This is an optimization exercise on Yosys and OpenROAD, whose aim is small area, a short achievable clock period and few clock cycles per item, not a production implementation. Only simulation tests tie the RTL to the original design; equivalence was not proved. Power and IR drop assume default switching activity.

## flow/design.v (module list and top-level ports; edited modules follow where they fit)
// module ep_fa: 10 lines
// module ep_filter_stream: 1931 lines
module ep_filter_stream #(
  parameter int unsigned PIX_W = 8,
  parameter int unsigned WIN   = 3,
  parameter int unsigned WGT_W = 4
) (
  input  logic                     clk,
  input  logic                     rst_n,
  input  logic                     in_valid,
  output logic                     in_ready,
  input  logic [WIN*WIN*PIX_W-1:0] in_win,
  input  logic                     in_sof,
  input  logic                     in_eol,
  input  logic [3:0]               thr_shift,
  input  logic                     bypass,
  output logic                     out_valid,
  input  logic                     out_ready,
  output logic [PIX_W-1:0]         out_pix,
  output logic                     out_sof,
  output logic                     out_eol
);
  // ...
==> flow/flow/run.sh <==
#!/bin/bash
# The standard layout (the standard.sh, unchanged), except that the port buffers that
# global placement inserts on every input and output are sky130_fd_sc_hd__buf_2 cells rather
# than the resizer's default pick; timing repair still resizes them where it needs to.
# The ORFS tools write their logs under orfs/logs/; make's own output goes to standard.log.
set -euo pipefail
bash standard.sh BUFFER_PORTS_ARGS="-buffer_cell sky130_fd_sc_hd__buf_2" finish > standard.log 2>&1
==> flow/standard.sh <==
#!/bin/bash
# synth_recipe.tcl (not shown) runs the flow's synth.tcl, then flattens the netlist and writes it again
# the make line also repeats each setting of config.mk as NAME=value (left out here)
make -C /OpenROAD-flow-scripts/flow DESIGN_CONFIG=/design/flow/config.mk WORK_HOME=/design/flow/orfs CLKGATE_MAP_FILE= SYNTH_SCRIPT=/design/flow/synth_recipe.tcl "${@:-finish}"
==> flow/config.mk <==
export PLATFORM = sky130hd
export DESIGN_NAME = ep_filter_stream
export DESIGN_NICKNAME = ep_filter_stream
export VERILOG_FILES = /design/flow/design.v
export SDC_FILE = /design/flow/constraint.sdc
export NUM_CORES = 4
export LEC_CHECK = 0
export ABC_AREA = 1
export CAP_MARGIN = 20
export CORE_MARGIN = 2
export CORE_UTILIZATION = 40
export CTS_BUF_LIST = sky130_fd_sc_hd__clkbuf_8
export CTS_CLUSTER_DIAMETER = 50
export CTS_CLUSTER_SIZE = 16
export SETUP_SLACK_MARGIN = 2.1
export SLEW_MARGIN = 20
export SYNTH_HIERARCHICAL = 1
==> flow/constraint.sdc <==
create_clock -name core_clock -period 5.0 [get_ports {clk}]
set_input_delay 1.0000 -clock core_clock [delete_from_list [all_inputs] [get_ports {clk}]]
set_output_delay 1.0000 -clock core_clock [all_outputs]
set_load 0.01 [all_outputs]
==> results.yml, run 1 <==
finish:
  clkCellAreaFrac_pct: 3.19
  area_growth_pct: 11.5
  biggestCellCategory: "multi-input gates"
  n_all_buffers: 145
  comb.multi_input.count: 2359
  regArea_sq_um: 10700
  clockBufferCount: 50
min_path:
  worstHoldPathCells: 0
worst_setup_path:
  worstSetupPathType: "flip-flop to flip-flop"
  r2r_setup_slack_ps: 2100
  cpLargestDelayFamily: "adder cells"
  path_cells: "nand2_1, fa_1, fa_1, fa_1, fa_1"
  critPathMaxFanout: 10
power_and_ir_drop:
  seq_power_share_pct: 32.9
  power.density_nw_per_um2: 584
  p_leak_uw: 0.0141
  peakVddDrop_v: 0.000309
  switching_share_pct: 43.9
logic_synthesis:
  synth_ff_type: "dfxtp_1"
  synthCells: 3206
  yosysTopAreaCell: "dfxtp_1"
  synth-edff-count: 80
  synth_top_cells_by_area: "dfxtp_1, fa_1, nand2_1, ha_1, edfxtp_1"
  synth.top_cell.area_share_pct: 24.5
status:
  status: "complete, no violations"
timing:
  fmax_ghz: 0.345
  drv_slew: 0
  hold_viol: 0
  fin_hold_ws_ps: 320
placed_design:
  gp_congestion: 0.953
routing:
  firstDrtPassIters: 8
  vias_per_cell: 5.21
floorplan:
  rows: 101
global_route:
  met1_usage_pct: 27.5
  antenna_found_initial: 3
cts:
  cts.path.max_buffers: 3
  cts.sink_count: 480
Testbench counts, summed over its fixed seeds: cycles 16,064, items 16,000.
==> run 2, diff against run 1 <==
--- a/flow/config.mk
+++ b/flow/config.mk
@@ -9,9 +9,9 @@
 export CAP_MARGIN = 20
 export CORE_MARGIN = 2
 export CORE_UTILIZATION = 40
-export CTS_BUF_LIST = sky130_fd_sc_hd__clkbuf_8
-export CTS_CLUSTER_DIAMETER = 50
-export CTS_CLUSTER_SIZE = 16
+export CTS_BUF_LIST = sky130_fd_sc_hd__clkbuf_4
+export CTS_CLUSTER_DIAMETER = 35
+export CTS_CLUSTER_SIZE = 10
 export SETUP_SLACK_MARGIN = 2.1
 export SLEW_MARGIN = 20
 export SYNTH_HIERARCHICAL = 1
==> results.yml, run 2 <==
status:
  status: "complete, no violations"
floorplan:
  start_util_pct: 40.2
  die_h_microns: 279
  rows: 101
  fp.dieW_microns: 279
  die-area_sq_um: 78100
  core_sq_um: 75600
  boundaryPins: 95
logic_synthesis:
  synth_warnings: 8
  synth_top_cells_by_area: "dfxtp_1, fa_1, nand2_1, ha_1, edfxtp_1"
  synthCells: 3206
  post-synth-top-count-cell: "nand2_1"
  synth_cell_type_count: 62
  synth-edff-count: 80
  synth.top_cell.area_share_pct: 24.5
  synth.avg_cell_area_sq_um: 9.47
  yosys-top-cells-count: "nand2_1, dfxtp_1, fa_1, inv_1, nand3_1"
  synth_ff_type: "dfxtp_1"
  yosysTopAreaCell: "dfxtp_1"
  ys_seq_area_share_pct: 34.8
  async_flop_share_pct: 6.04
  synth-seq-cells: 480
  syn_area_sq_um: 30300
placed_design:
  place_inst: 4215
  gp_congestion: 0.953
  hpwl_microns: 63000
  portBuffers: 94
flow_run:
  cap_viol_max_count: 0
cts:
  htreeDepth: 3
  cts_hold_buf: 0
  numCtsBuffers: 85
  cts.path.max_buffers: 3
  clk_pin_slew_ps: 110
  worst_skew_pair.late_latency_ps: 900
  clockRootBuffer: "clkbuf_4"
  cts.sink_count: 480
  cts_tree: "done"
timing:
  min_period_over_period_pct: 57.0
  fin_skew_ps: 97.1
  post-route-min-period_ps: 2850
  fin_tns_setup_ps: 0
  hold_viol: 0
  fmax_ghz: 0.351
  drv_slew: 0
  tightestPinTransition_ps: 1090
  grt_setup_unrepaired: "yes"
  max_slew_margin_pct: 27.2
  final-setup-viol-count: 0
worst_setup_path:
  path_cells: "nand2_1, fa_1, fa_1, fa_1, fa_1"
  worstSetupPathType: "flip-flop to flip-flop"
  slowest_delay_ps: 590
  critPathMaxFanout: 10
  required_ps: 5770
  crit_arrival_ps: 3620
  crit_path_top_delay_cell: "fa_1"
  cpMostUsedCell: "fa_1"
  startpoint_type: "flip-flop"
  cp-end-kind: "flip-flop"
  r2r_setup_slack_ps: 2150
finish:
  top_register: "tL4_s2"
  layout_common_cells: "nand2_1, dfxtp_1, fa_1"
  largest_reg_flops: 85
  drive_gt1_share_pct: 12.4
  final_cells: 4404
  fill_cells: 7356
  nets: 3985
  area_growth_pct: 11.8
  post-route-util_pct: 44.9
  top_regs: "tL4_s2 (85), fifo_mem (70)"
  layout_commonest_cell: "nand2_1"
min_path:
  min_path_type: "input pin to async pin"
routing:
  wl_per_cell_microns: 18.6
  routed_wl_microns: 82100
  drt_iter0_drc: 1680
  drc_errors: 0
  ant_nets: 0
  vias_per_cell: 5.17
  vias: 22800
  firstDrtPassIters: 6
global_route:
  grt_max_degree: 68
  grt_pass1_vias: 22800
  grt_pass1_wl_microns: 126000
  grt_usage_pct: 21.1
  antenna_found_initial: 4
  overflow: 0
power_and_ir_drop:
  power.density_nw_per_um2: 596
  peakVddDrop_v: 0.000246
  p_leak_uw: 0.0143
-- run 2: cell count changes in the layout (fill, tap and decap cells not counted), sizes merged --
cell | previous run | this run
clkbuf | 51 | 100
bufinv | 1 | 9
buf | 144 | 137
clkinvlp | 9 | 15
clkinv | 20 | 24
inv | 301 | 298
diode | 2 | 4
-- run 2: cells by family (layout without fill, tap and decap cells) --
family,after synthesis,in the layout,share of synthesized area (%)
AOI/OAI and AO/OA,421,421,8.43
xor gates and xnor gates,117,117,3.38
adders and majority gates,548,548,31.2
buffers and inverters,376,583,4.79
DFF,480,480,34.8
muxes,3,3,0.0990
other,2,15,0.0247
and+or+nand+nor,1259,1259,17.3
-- run 2: through the flow --
step,power [uW],setup WS (ps),hold slack (ps),cell area [sq um]
finish,20200,2150,104,33900
global route,22400,2040,48.8,33900
CTS,20400,2080,19.3,33300
detailed placement,17100,930,312,31800
global placement,16900,937,310,31800
floorplan,14300,1670,310,30400
-- run 2: worst max-delay path, delay by kind of cell (launching register included) --
kind,cells,cell delay (ps)
DFF,1,570
adders and majority gates,4,2080
and+or+nand+nor,1,140
-- run 2: cell type report --
cell class | count | area (sq um) | area share (%)
Antenna cell | 4 | 10.0 | 0.0295
Clock buffer | 100 | 751 | 2.21
Clock inverter | 55 | 602 | 1.77
Inverter | 291 | 1120 | 3.31
Multi-Input combinational cell | 2359 | 18600 | 55.0
Sequential cell | 480 | 10700 | 31.5
Tap cell | 978 | 1220 | 3.61
Timing Repair Buffer | 137 | 897 | 2.64
-- run 2: metal layers --
| layer | global-route usage (%) | vias up | part of all wire, % |
|---|---|---|---|
| li1 | - | 10800 | - |
| met1 | 27.0 | 10900 | 42 |
| met2 | 34.7 | 796 | 47 |
| met3 | 4.13 | 225 | 6.7 |
| met4 | 9.08 | 0 | 4.2 |
| met5 | 0 | - | 0 |
-- run 2: final timing paths --
check | startpoint | to | cells after the start
min | rst_n | rd_oh[4] | 1
min in group core_clock | in_eol | eol_s1 | 1
max reg2reg | w2_s1[2] | tL4_s2[16] | 5
max in group asynchronous | rst_n | wr_oh[3] | 1
max | w2_s1[2] | tL4_s2[16] | 5
min reg2reg | nq_s4[4] | nq_s5[6] | 0
-- run 2: per-module statistics from Yosys, one instance, submodules excluded --
module | cell area (sq um) | cells inside
ep_filter_stream | 24200 | 2898
ep_fa | 20.0 | 1
-- run 2: what timing repair did --
| item | CTS | global route |
|---|---|---|
| pin swaps | 0 | 15 |
| cloned | 0 | 0 |
| setup endpoints to repair | 93 | 53 |
| gates resized for setup | 48 | 74 |
| buffers inserted | 5 | 25 |
-- run 2: report_power, final --
group,switching (uW),internal (uW),total [uW]
clock,1640,1520,3160
sequential,1100,5390,6500
combinational,5970,4580,10600
==> run 3, diff against run 2 <==
==> flow/flow/run.sh (replaced) <==
#!/bin/bash
# The standard layout (the standard.sh and synthesis script, unchanged), except that:
#  - the port buffers that global placement inserts on every input and output are
#    sky130_fd_sc_hd__buf_2 cells rather than the resizer's default pick (timing repair still
#    resizes them where it needs to);
#  - synthesis maps adders with Yosys's default (Brent-Kung) carry-lookahead instead of ORFS's
#    Kogge-Stone extra map: SYNTH_OPERATIONS_ARGS replaces that extra map with -noshare, which
#    the standard flow's synthesis script passes to every synth call anyway.
# The ORFS tools write their logs under orfs/logs/; make's own output goes to standard.log.
set -euo pipefail
bash standard.sh BUFFER_PORTS_ARGS="-buffer_cell sky130_fd_sc_hd__buf_2" SYNTH_OPERATIONS_ARGS="-noshare" finish > standard.log 2>&1
--- a/flow/config.mk
+++ b/flow/config.mk
@@ -9,9 +9,9 @@
 export CAP_MARGIN = 20
 export CORE_MARGIN = 2
 export CORE_UTILIZATION = 40
-export CTS_BUF_LIST = sky130_fd_sc_hd__clkbuf_4
-export CTS_CLUSTER_DIAMETER = 35
-export CTS_CLUSTER_SIZE = 10
+export CTS_BUF_LIST = sky130_fd_sc_hd__clkbuf_8
+export CTS_CLUSTER_DIAMETER = 50
+export CTS_CLUSTER_SIZE = 16
 export SETUP_SLACK_MARGIN = 2.1
 export SLEW_MARGIN = 20
 export SYNTH_HIERARCHICAL = 1
==> results.yml, run 3 <==
power_and_ir_drop:
  power.density_nw_per_um2: 550
  p_sw_uw: 7740
  p_leak_uw: 0.0141
  clockPowerShare_pct: 15.6
  peakVddDrop_v: 0.000262
  comb_power_share_pct: 49.3
  power.internal_uw: 10800
  seq_power_share_pct: 35.1
  switching_share_pct: 41.7
routing:
  drt_iter0_drc: 1581
  firstDrtPassIters: 6
  ant_nets: 0
  routed_wl_microns: 78500
  vias_per_cell: 5.16
  drc_errors: 0
  wl_per_cell_microns: 18.9
  vias: 21400
floorplan:
  fp.dieW_microns: 276
  rows: 99
  core_sq_um: 73200
  die_h_microns: 276
  start_util_pct: 40.6
  boundaryPins: 95
  die-area_sq_um: 76400
finish:
  fin_area_sq_um: 33800
  nets: 3800
  area_growth_pct: 13.8
  layout_commonest_cell: "nand2_1"
  largest_reg_flops: 85
  final_cells: 4152
  layout_common_cells: "nand2_1, fa_1, dfxtp_1"
  top_register: "tL4_s2"
  drive_gt1_share_pct: 15.2
  top_regs: "tL4_s2 (85), fifo_mem (70)"
global_route:
  grt_pass1_wl_microns: 121000
  grt_pass1_vias: 21600
  overflow: 0
  grt_usage_pct: 20.3
  grt_max_degree: 67
  antenna_found_initial: 5
timing:
  tightestPinTransition_ps: 992
  fin_skew_ps: 39.6
  fmax_ghz: 0.341
  final-setup-viol-count: 0
  grt_setup_unrepaired: "yes"
  max_slew_margin_pct: 33.9
  fin_tns_setup_ps: 0
  hold_viol: 0
  min_period_over_period_pct: 58.7
  post-route-min-period_ps: 2930
  drv_slew: 0
worst_setup_path:
  worstSetupPathType: "flip-flop to flip-flop"
  crit_arrival_ps: 3480
  required_ps: 5540
  critPathMaxFanout: 10
  startpoint_type: "flip-flop"
  cp-end-kind: "flip-flop"
logic_synthesis:
  ys_seq_area_share_pct: 35.6
  yosys-top-cells-count: "nand2_1, fa_1, dfxtp_1, inv_1, nand3_1"
  synth-edff-count: 80
  yosysTopAreaCell: "fa_1"
  synthCells: 3004
  synth_ff_type: "dfxtp_1"
  post-synth-top-count-cell: "nand2_1"
  synth-seq-cells: 480
  synth.top_cell.area_share_pct: 25.7
  synth_warnings: 8
  synth_top_cells_by_area: "fa_1, dfxtp_1, nand2_1, edfxtp_1, ha_1"
  synth.avg_cell_area_sq_um: 9.88
  async_flop_share_pct: 6.04
  syn_area_sq_um: 29700
  synth_cell_type_count: 56
cts:
  worst_skew_pair.late_latency_ps: 680
  cts.path.max_buffers: 3
  htreeDepth: 2
  clk_pin_slew_ps: 100
  cts.sink_count: 480
  cts_tree: "done"
  numCtsBuffers: 51
  clockRootBuffer: "clkbuf_8"
placed_design:
  hpwl_microns: 59100
  gp_congestion: 0.911
  place_inst: 3996
  portBuffers: 94
  dpl-instance-area_sq_um: 31200
min_path:
  min_path_type: "flip-flop to flip-flop"
flow_run:
  cap_viol_max_count: 0
status:
  status: "complete, no violations"
run 3: cell types whose count changed after synthesis, sizes merged, moves of 9 or more:
cell / before / now
xor2: 55 / 36
fa: 346 / 381
inv: 290 / 268
ha: 202 / 187
nand2: 824 / 759
nor3: 24 / 14
a31oi: 19 / 6
a21oi: 165 / 131
o31ai: 9 / 0
o21ai: 106 / 116
xnor2: 62 / 48
nand3: 227 / 204
run 3: modules after synthesis (local to each module, per instance):
module            copies in the design  flops+latches  cells  cell area, sq um
ep_fa                              308              0      1              20.0
ep_filter_stream                     1            480   2696             23500
run 3: per-layer routing:
metal | track usage (%) | vias up | wire [microns]
met5 | 0 | - | 0
met4 | 8.88 | 0 | 3530
met3 | 3.33 | 228 | 5300
met2 | 33.3 | 775 | 36600
met1 | 26.5 | 10400 | 33100
li1 | - | 10000 | -
run 3: power by group through the flow:
stage	clock (uW)	combinational, uW	sequential, uW
global placement	0	8780	6600
global route	3140	10800	6690
detailed placement	0	9030	6620
CTS	3000	9110	6530
floorplan	0	7040	6130
finish	2900	9150	6520
run 3: worst max-delay path, stage by stage (launching register included):
cell and delay, ps:
dfxtp_2 620, nand2_1 150, fa_1 480, fa_1 600
fa_1 460, fa_1 500
run 3: metrics by stage:
step	setup slack (ps)	total power [uW]	hold WS [ps]	util (%)
finish	2070	18600	323	46.1
global placement	879	15400	310	42.6
floorplan	1610	13200	310	-
global route	1960	20600	333	46.1
detailed placement	858	15700	312	42.6
CTS	2100	18600	297	44.8
run 3: worst paths after layout:
path	to	cells after the start	from	slack [ps]
hold / removal	nq_s4[0]	0	ra_s3[1]	320
setup / recovery	tL4_s2[23]	5	w2_s1[3]	2070
min in group asynchronous	rd_oh[4]	1	rst_n	340
hold reg to reg	nq_s4[0]	0	ra_s3[1]	320
max in group asynchronous	wr_oh[1]	1	rst_n	4240
setup reg to reg	tL4_s2[23]	5	w2_s1[3]	2070
run 3: layout make-up:
class                   count  area, sq um
inverters                 272         1070
well taps                 959         1200
multi-input cells        2181        18500
clock buffers              54          743
repair inverters            1         5.00
fillers                  6807        39400
flip-flops and latches    480        10700
repair buffers            162         1130
clock inverters            42          454
diodes                      1         2.50
run 3: what timing repair did:
item / 4_1_cts / 5_1_grt
cloned: 0 / 1
resized for setup: 66 / 165
endpoints found under the setup margin: 94 / 71
hold buffers: 0 / 0
pin swaps: 10 / 79
buffers inserted: 21 / 37
run 3: cell families after synthesis:
kind of cell / share of synthesized area, %
AND/OR/NAND/NOR: 16.2
AO/OA/AOI/OAI: 7.56
buffers and inverters: 4.53
flip-flops: 35.6
multiplexers: 0.0379
other: 0.0253
adder cells (fa/ha/maj): 33.6
XOR/XNOR: 2.48

port drivers added, routing unchanged:
No port has a modelled driver above. Below, the same layouts with a new extraction and two added sets of constraints. Step 1 sets driving cells, clkbuf_16 on the clock port and buf_2 on the other inputs (assumed; they add their load-dependent delay and slew). Step 2, shift: input delay + t, output delay - t, t = (earliest + latest rising clock arrival at the registers) / 2. This alone moves slack from input paths to output paths. Three values: ideal, step 1, step 2; two values: the first two.
run | shift t [ns] | setup WS [ns] | worst hold slack (ns) | clock arrival spread, ns | pins driven straight from the clock port
run 1 | 0.722 | 2.098 / 2.039 / 1.317 | 0.320 / 0.294 / 0.320 | 0.048 / 0.049 | 1
run 2 | 0.915 | 2.149 / 2.126 / 1.211 | 0.104 / 0.066 / 0.310 | 0.106 / 0.105 | 1
run 3 | 0.720 | 2.065 / 2.056 / 1.335 | 0.323 / 0.301 / 0.323 | 0.047 / 0.047 | 1
After both steps every run listed still meets setup and hold. For run 2, which loses most, drivers alone change the setup slack by -0.023 ns; drivers and shift together by -0.938 ns.
